Background: an optimization exercise with open tools, aiming at small area, a short achievable clock period and few clock cycles per item. Do not read the settings as production practice. Only simulation tests tie the RTL to the original design; equivalence was not proved. No activity file was given, so power comes from the tool's default toggle rates.

<file path="flow/run.sh">
#!/bin/bash
# synth_recipe.tcl (not shown) runs the flow's synth.tcl, then flattens the netlist and writes it again
# the make line also repeats each setting of config.mk as NAME=value (left out here)
make -C /OpenROAD-flow-scripts/flow DESIGN_CONFIG=/design/flow/config.mk WORK_HOME=/design/flow/orfs CLKGATE_MAP_FILE= SYNTH_SCRIPT=/design/flow/synth_recipe.tcl finish
</file>
<file path="flow/config.mk">
export PLATFORM = sky130hd
export DESIGN_NAME = paged_mono_framebuffer_draw
export DESIGN_NICKNAME = paged_mono_framebuffer_draw
export VERILOG_FILES = /design/flow/design.v
export SDC_FILE = /design/flow/constraint.sdc
export NUM_CORES = 4
export LEC_CHECK = 0
export CAP_MARGIN = 20
export CORE_MARGIN = 2
export CORE_UTILIZATION = 25
export PLACE_DENSITY = 0.45
export SLEW_MARGIN = 20
export SYNTH_MEMORY_MAX_BITS = 8192
</file>
<file path="flow/constraint.sdc">
create_clock -name core_clock -period 10.0 [get_ports {clock}]
set_input_delay 2.0000 -clock core_clock [delete_from_list [all_inputs] [get_ports {clock}]]
set_output_delay 2.0000 -clock core_clock [all_outputs]
set_load 0.01 [all_outputs]
</file>
<file path="flow/design.v">
package pmfb_pkg;
   localparam logic [2:0] CMD_PIXEL = 3'd0;
   localparam logic [2:0] CMD_HLINE = 3'd1;
   localparam logic [2:0] CMD_VLINE = 3'd2;
   localparam logic [2:0] CMD_CLEAR = 3'd3;
   localparam logic [2:0] CMD_READ  = 3'd4;
   localparam logic [1:0] MODE_CLEAR  = 2'd0;
   localparam logic [1:0] MODE_SET    = 2'd1;
   localparam logic [1:0] MODE_INVERT = 2'd2;
   localparam logic [1:0] MODE_KEEP   = 2'd3;
endpackage
import pmfb_pkg::*;
module pmfb_geom (
   input  logic [2:0]   command,
   input  logic [7:0]   pos_x,
   input  logic [7:0]   pos_y,
   input  logic [7:0]   line_length,
   input  logic [1:0]   draw_mode,
   input  logic [9:0]   read_address,
   input  logic [1:0]   rotation,
   output logic [31:0]  row_mask,      
   output logic [127:0] col_mask,      
   output logic         mode_a,        
   output logic         mode_b,
   output logic         clipped,
   output logic         read_ok,       
   output logic [1:0]   read_page
);
   logic         is_draw, is_vert, is_read, is_clear;
   logic         row_run, rev_along, rev_across;
   logic [7:0]   len, s, t;
   logic [8:0]   e;
   logic [127:0] win, hot, win_r, hot_r;
   logic [127:0] along_c, across_c;
   logic [31:0]  along_r, across_r;
   logic         along_ok, across_ok, writes;
   always_comb begin
      is_draw    = (command <= CMD_VLINE);
      is_vert    = (command == CMD_VLINE);
      is_read    = (command == CMD_READ);
      is_clear   = (command == CMD_CLEAR);
      len        = (command == CMD_PIXEL) ? 8'd1 : line_length;
      s          = is_vert ? pos_y : pos_x;
      t          = is_read ? {1'b0, read_address[6:0]} : (is_vert ? pos_x : pos_y);
      row_run    = is_vert ? rotation[0] : ~rotation[0];
      rev_along  = is_vert ? (rotation[0] ^ rotation[1]) : rotation[1];
      rev_across = is_vert ? rotation[1] : (rotation[0] ^ rotation[1]);
      e          = {1'b0, s} + {1'b0, len};
      for (int u = 0; u < 128; u++) begin
         win[u] = (9'(u) >= {1'b0, s}) && (9'(u) < e);
         hot[u] = (8'(u) == t);
      end
      for (int u = 0; u < 128; u++) begin
         win_r[u] = win[127 - u];
         hot_r[u] = hot[127 - u];
      end
      along_c  = rev_along ? win_r : win;
      across_c = (rev_across && !is_read) ? hot_r : hot;
      for (int r = 0; r < 32; r++) begin
         along_r[r]  = rev_along  ? win[31 - r] : win[r];
         across_r[r] = rev_across ? hot[31 - r] : hot[r];
      end
      along_ok  = (len != 8'd0) && (row_run ? (s < 8'd128) : (s < 8'd32));
      across_ok = row_run ? (t < 8'd32) : (t < 8'd128);
      clipped   = is_draw && !(along_ok && across_ok);
      writes    = is_draw && (draw_mode != MODE_KEEP);
      if (is_clear) begin
         row_mask = '1;
         col_mask = '1;
      end else begin
         row_mask = writes ? (row_run ? across_r : along_r) : '0;
         col_mask = (is_draw && row_run) ? along_c : across_c;
      end
      mode_a    = (draw_mode == MODE_INVERT) && !is_clear;
      mode_b    = (draw_mode == MODE_CLEAR) || is_clear;
      read_ok   = is_read && !read_address[9];
      read_page = read_address[8:7];
   end
endmodule
module pmfb_store (
   input  logic         clock,
   input  logic [31:0]  row_mask,
   input  logic [127:0] col_mask,
   input  logic         mode_a,
   input  logic         mode_b,
   output logic [31:0]  col_data
);
   logic [4095:0] bits;
   for (genvar r = 0; r < 32; r++) begin : g_row
      for (genvar c = 0; c < 128; c++) begin : g_col
         always_ff @(posedge clock) begin
            if (row_mask[r] && col_mask[c]) begin
               bits[r*128+c] <= ~((bits[r*128+c] & mode_a) | mode_b);
            end
         end
      end
      assign col_data[r] = |(bits[r*128 +: 128] & col_mask);
   end
endmodule
import pmfb_pkg::*;
module paged_mono_framebuffer_draw #(
   parameter int DISPLAY_WIDTH  = 128,
   parameter int DISPLAY_HEIGHT = 32
) (
   input  logic        clock,
   input  logic        reset,
   input  logic        req_tvalid,
   output logic        req_tready,
   input  logic [39:0] req_tdata,
   input  logic [2:0]  req_tuser,
   output logic        rsp_tvalid,
   input  logic        rsp_tready,
   output logic [15:0] rsp_tdata,
   input  logic        csr_wr_en,
   input  logic [1:0]  csr_wr_data
);
   localparam int QDEPTH = 4;                
   localparam int CAP    = QDEPTH + 1;       
   logic        ready_ff;
   logic [2:0]  outstanding_ff;              
   logic [1:0]  rot_ff;
   logic        a_valid_ff;
   logic [2:0]  a_cmd_ff;
   logic [35:0] a_data_ff;
   logic        accept, take;
   assign accept = req_tvalid && ready_ff;
   assign take   = rsp_tvalid && rsp_tready;
   always_ff @(posedge clock) begin
      a_cmd_ff  <= req_tuser;
      a_data_ff <= req_tdata[35:0];
      if (reset) begin
         a_valid_ff     <= 1'b0;
         rot_ff         <= 2'd0;
         outstanding_ff <= '0;
         ready_ff       <= 1'b1;
      end else begin
         a_valid_ff <= accept;
         if (csr_wr_en) rot_ff <= csr_wr_data;
         outstanding_ff <= outstanding_ff + 3'(accept) - 3'(take);
         case ({accept, take})
            2'b10:   ready_ff <= (outstanding_ff < 3'(CAP - 1));
            2'b01:   ready_ff <= 1'b1;
            default: ready_ff <= (outstanding_ff < 3'(CAP));
         endcase
      end
   end
   assign req_tready = ready_ff;
   logic [31:0]  g_row_mask;
   logic [127:0] g_col_mask;
   logic         g_mode_a, g_mode_b, g_clipped, g_read_ok;
   logic [1:0]   g_read_page;
   pmfb_geom u_geom (
      .command     (a_cmd_ff),
      .pos_x       (a_data_ff[7:0]),
      .pos_y       (a_data_ff[15:8]),
      .line_length (a_data_ff[23:16]),
      .draw_mode   (a_data_ff[25:24]),
      .read_address(a_data_ff[35:26]),
      .rotation    (rot_ff),
      .row_mask    (g_row_mask),
      .col_mask    (g_col_mask),
      .mode_a      (g_mode_a),
      .mode_b      (g_mode_b),
      .clipped     (g_clipped),
      .read_ok     (g_read_ok),
      .read_page   (g_read_page)
   );
   logic         b_valid_ff;
   logic [31:0]  b_row_mask_ff;
   logic [127:0] b_col_mask_ff;
   logic         b_mode_a_ff, b_mode_b_ff, b_clipped_ff, b_read_ok_ff;
   logic [1:0]   b_read_page_ff;
   always_ff @(posedge clock) begin
      b_col_mask_ff  <= g_col_mask;
      b_mode_a_ff    <= g_mode_a;
      b_clipped_ff   <= g_clipped;
      b_read_ok_ff   <= g_read_ok;
      b_read_page_ff <= g_read_page;
      if (reset) begin
         b_valid_ff    <= 1'b0;
         b_row_mask_ff <= '1;
         b_col_mask_ff <= '1;
         b_mode_b_ff   <= 1'b1;
      end else begin
         b_valid_ff    <= a_valid_ff;
         b_row_mask_ff <= a_valid_ff ? g_row_mask : '0;
         b_mode_b_ff   <= g_mode_b;
      end
   end
   logic [31:0] col_data;
   pmfb_store u_store (
      .clock   (clock),
      .row_mask(b_row_mask_ff),
      .col_mask(b_col_mask_ff),
      .mode_a  (b_mode_a_ff),
      .mode_b  (b_mode_b_ff),
      .col_data(col_data)
   );
   logic [7:0] rd_byte;
   logic [8:0] rsp_new;
   always_comb begin
      case (b_read_page_ff)
         2'd0:    rd_byte = col_data[7:0];
         2'd1:    rd_byte = col_data[15:8];
         2'd2:    rd_byte = col_data[23:16];
         default: rd_byte = col_data[31:24];
      endcase
      rsp_new = {b_clipped_ff, b_read_ok_ff ? rd_byte : 8'h00};
   end
   logic       out_valid_ff;
   logic [8:0] out_data_ff;
   logic [8:0] q_data_ff [QDEPTH];
   logic [1:0] q_rd_ff, q_wr_ff;
   logic [2:0] q_count_ff;
   logic       out_load, q_empty, q_pop, q_push;
   assign out_load = !out_valid_ff || rsp_tready;
   assign q_empty  = (q_count_ff == 3'd0);
   assign q_pop    = out_load && !q_empty;
   assign q_push   = b_valid_ff && !(out_load && q_empty);
   always_ff @(posedge clock) begin
      if (q_push) q_data_ff[q_wr_ff] <= rsp_new;
      if (out_load) out_data_ff <= q_empty ? rsp_new : q_data_ff[q_rd_ff];
      if (reset) begin
         out_valid_ff <= 1'b0;
         q_rd_ff      <= '0;
         q_wr_ff      <= '0;
         q_count_ff   <= '0;
      end else begin
         if (out_load) out_valid_ff <= !q_empty || b_valid_ff;
         if (q_push) q_wr_ff <= q_wr_ff + 2'd1;
         if (q_pop)  q_rd_ff <= q_rd_ff + 2'd1;
         q_count_ff <= q_count_ff + 3'(q_push) - 3'(q_pop);
      end
   end
   assign rsp_tvalid = out_valid_ff;
   assign rsp_tdata  = {7'd0, out_data_ff};
endmodule
</file>
==> impl_metrics.json <==
{
  "power_frac_seq_pct": 46.5,
  "clkPwrFrac_pct": 36.7,
  "final_hold_viol_count": 0,
  "max-slew-margin-rel_pct": 10.6,
  "dpl.hpwl_mm": 611,
  "ys.flop_type": "edfxtp_1",
  "post-route-min-period_ns": 7.03,
  "hold_slack_ns": 0.326,
  "cts.path.max_buffers": 4,
  "grt-ovfl-total": 0,
  "multi_input_area_um2": 75800,
  "synth_most_common_cell": "a21oi_1",
  "htreeDepth": 6,
  "row_count": 339,
  "cp_data_arrival_time_ns": 8.03,
  "startpoint_type": "flop",
  "area.sequential_um2": 129000,
  "port_buffers": 56,
  "ys_async_sr_fraction_pct": 0,
  "cp_cell_sequence": "buf_4, nor3b_4, buf_4, mux2i_1, buf_4, clkinv_1, ha_1, a21o_1, nor3_1, a221oi_1, nand3_2, nor2_2, nand2_1, o21ai_0, o21ai_0, o2111ai_1",
  "ys_ff_latch": 4364,
  "nNetsFinal": 18185,
  "drive_gt1_share_pct": 8.45,
  "yosysWarnings": 3,
  "fin_util_pct": 28.4,
  "drc": 0,
  "p_leak_nw": 81.1,
  "crit_top_cell": "buf_4",
  "vias": 169529,
  "finalClockSkew_ns": 0.103,
  "grt_pass1_wl_mm": 1330,
  "syn_area_um2": 214000,
  "cts_made_buffers": 522,
  "path_max_fanout": 43,
  "fp.dieArea_um2": 862000,
  "comb_power_share_pct": 16.8,
  "clock_sinks": 4364,
  "r2r-start": "a_cmd_ff[1]",
  "synthTopCellsByCount": "4320 x a21oi_1, 4141 x edfxtp_1, 4103 x and2_1, 2173 x clkbuf_1, 1170 x a22oi_1",
  "criticalPathCategory": "flop to flop",
  "syn_avg_cell_area_um2": 11.1,
  "final_antenna_net_count": 0,
  "crit_start": "a_cmd_ff[1]",
  "ioPinCount": 68,
  "place_inst": 28841,
  "p_sw_share_pct": 31.5,
  "grt_use_total_pct": 21.6,
  "wire_per_inst_um": 32.8,
  "tns_ns": 0,
  "crit_required_ns": 10.99,
  "cts_resized": 0,
  "hp-class": "flop to flop",
  "vdd_ir_drop_max_v": 0.000188,
  "initial_utilization_pct": 25.1,
  "routed_via_density": 5.68,
  "synthTopCellsByArea": "edfxtp_1 58%, and2_1 12%, a21oi_1 10%",
  "path_clk_slew_ns": 0.06,
  "routed_wl_mm": 980,
  "internal_power_mw": 34.9,
  "area_growth_pct": 13.3,
  "dpl_cell_area_um2": 226000,
  "cts_tree": "built",
  "syn_inst": 19319,
  "crit_path_end_kind": "flop",
  "p_per_area_nw_per_um2": 210,
  "gp_congestion": 0.943,
  "ys_types": 85,
  "synth-edff-count": 4141,
  "dr.pass1.iters": 9,
  "final_cells": 29855,
  "status": "no timing/DRC/antenna violations",
  "cts_root_buf": "clkbuf_16",
  "synth_top_area_share_pct": 58.2,
  "die_h_um": 929,
  "drt_iter0_markers": 27370,
  "cts-hold-fix-buffers": 0,
  "rsz0062_at_grt": "false",
  "min-delay-start": "a_data_ff[33]",
  "fill_cells": 87465,
  "cap_violations": 0,
  "grt_max_degree": 227,
  "p_sw_mw": 16.0,
  "setup_viol": 0,
  "drv_slew": 0,
  "fp.dieW_um": 929,
  "clk_latency_ns": 1.16,
  "grt_pass1_vias": 155184,
  "worstMarginPinSlew_ns": 1.34,
  "seq_area_frac_synth_pct": 60.3,
  "design_area_um2": 242000,
  "antenna_found_initial": 208,
  "synth_top_cell_by_area": "edfxtp_1",
  "fin_crit_sh_pct": 70.3,
  "critical_path.max_stage_delay_ns": 1.19,
  "post_cts.repair.setup_buffers": 0,
  "crit_slowest_cell": "nor2_2",
  "fmax_ghz": 0.142,
  "core_um2": 852000
}
==> state kept, by name (all words and copies together), names as in the netlist, 2 cells and up, named ones only <==
| signal | flops |
|---|---|
| a_data_ff | 36 |
| q_wr_ff | 2 |
| outstanding_ff | 3 |
| q_count_ff | 3 |
| u_store.bits | 4096 |
| b_row_mask_ff | 32 |
| b_read_page_ff | 2 |
| b_col_mask_ff | 128 |
| out_data_ff | 9 |
| q_data_ff | 36 |
| a_cmd_ff | 3 |
| q_rd_ff | 2 |
| rot_ff | 2 |
==> area by class of cell <==
type / count / share of cell area (%)
flip-flops and latches: 4364 / 53.4
multi-input cells: 12496 / 31.3
clock buffers: 715 / 5.86
well taps: 11253 / 5.81
repair buffers: 705 / 2.73
clock inverters: 212 / 0.762
diodes: 84 / 0.0868
inverters: 26 / 0.0403
==> power by group through the flow <==
stage | logic (mW) | registers [mW] | clock network [mW]
after floorplan | 4.96 | 22.8 | 0
after global placement | 8.31 | 24.0 | 0
after detailed placement | 8.40 | 24.0 | 0
after global routing | 8.93 | 23.8 | 19.6
after CTS | 8.42 | 23.7 | 19.0
final | 8.56 | 23.7 | 18.7
==> metrics by stage <==
step	power [mW]	setup slack, ns
floorplan	27.8	5.95
global placement	32.3	3.11
detailed placement	32.4	3.27
CTS	51.0	3.20
global route	52.4	2.81
finish	51.0	2.97
==> worst max-delay path, delay by kind of cell, from the launching register on <==
family | cells | cell delay, ns
multiplexers | 1 | 0.21
AO/OA/AOI/OAI | 5 | 1.49
buffers and inverters | 4 | 1.64
flip-flops | 1 | 0.31
adder cells (fa/ha/maj) | 1 | 0.72
AND/OR/NAND/NOR | 5 | 2.46
==> placed cells by master (no fill, tap or decap), types with 18 or more instances in the layout <==
cell	Yosys	routed
a21oi_1	4320	4320
edfxtp_1	4141	4141
and2_1	4103	4103
a22oi_1	1170	1170
buf_4	10	554
clkbuf_16	0	539
a221oi_1	455	453
a22o_1	433	433
nand2_1	335	333
nand4_1	326	326
nor2_1	249	238
nand3_1	220	220
clkbuf_1	2173	172
o21ai_0	172	170
dfxtp_4	0	162
clkinv_1	1	94
nor3_1	94	90
buf_12	0	88
diode_2	0	84
nor4_1	87	83
dfxtp_1	223	60
a211oi_1	61	59
clkdlybuf4s50_1	0	56
o211ai_1	50	50
a31oi_1	48	48
clkinv_2	0	48
a32oi_1	40	40
a311oi_1	31	27
inv_1	25	25
a222oi_1	24	24
inv_6	0	22
nor2b_1	19	19
ha_1	18	18
==> final timing paths <==
| path | endpoint | slack (ns) | cells past startpoint |
|---|---|---|---|
| setup / recovery | b_col_mask_ff[126] | 2.97 | 16 |
| hold / removal | b_read_page_ff[0] | 0.33 | 0 |
| hold reg to reg | b_read_page_ff[0] | 0.33 | 0 |
| setup reg to reg | b_col_mask_ff[126] | 2.97 | 16 |
==> layer usage <==
layer | global-route usage [%] | vias up | part of all wire [%]
li1 | - | 69517 | -
met1 | 30.6 | 89588 | 42
met2 | 33.5 | 8929 | 45
met3 | 3.13 | 1478 | 8.7
met4 | 8.17 | 17 | 4.3
met5 | 0 | - | 0.014
==> logic make-up after synthesis <==
| logic type | Yosys count | synth area share, % |
|---|---|---|
| DFF | 4364 | 60.3 |
| other | 1 | 0.00175 |
| buffers and inverters | 2465 | 4.38 |
| adders and majority gates | 20 | 0.124 |
| muxes | 31 | 0.206 |
| and+or+nand+nor | 5498 | 15.3 |
| AOI/OAI and AO/OA | 6916 | 19.7 |
| xor gates and xnor gates | 24 | 0.105 |
Testbench counts, summed over its fixed seeds: cycles 4,917, items 4,800.

==> afterwards: timing with drivers on the ports <==
The flow's constraints put no driver on any port. The routed layout listed below was extracted and timed again, unchanged, in two steps.
Step 1 (the two cells are an assumption about what drives the block):
set clk [get_ports {clock}]
set_driving_cell -lib_cell sky130_fd_sc_hd__clkbuf_16 $clk
set_driving_cell -lib_cell sky130_fd_sc_hd__buf_2 [delete_from_list [all_inputs] $clk]
Step 2 also shifts input and output timing later by t, the mid clock arrival at the registers, as if the neighbouring blocks saw the same clock.
Slacks: ideal ports / drivers / drivers and shift; pairs: ideal ports / drivers.
shift t [ns]: 1.241
slack for setup (ns): 2.968 / 2.968 / 2.968
slew at the worst register clock pin (ns): 0.08 / 0.08
worst data-port slew with drivers (ns): 0.07
cell pins on the clock port's net: 1
After both steps setup and hold are still met in this run. The setup slack of this run moves by 0.000 ns with the drivers and by 0.000 ns with both steps.
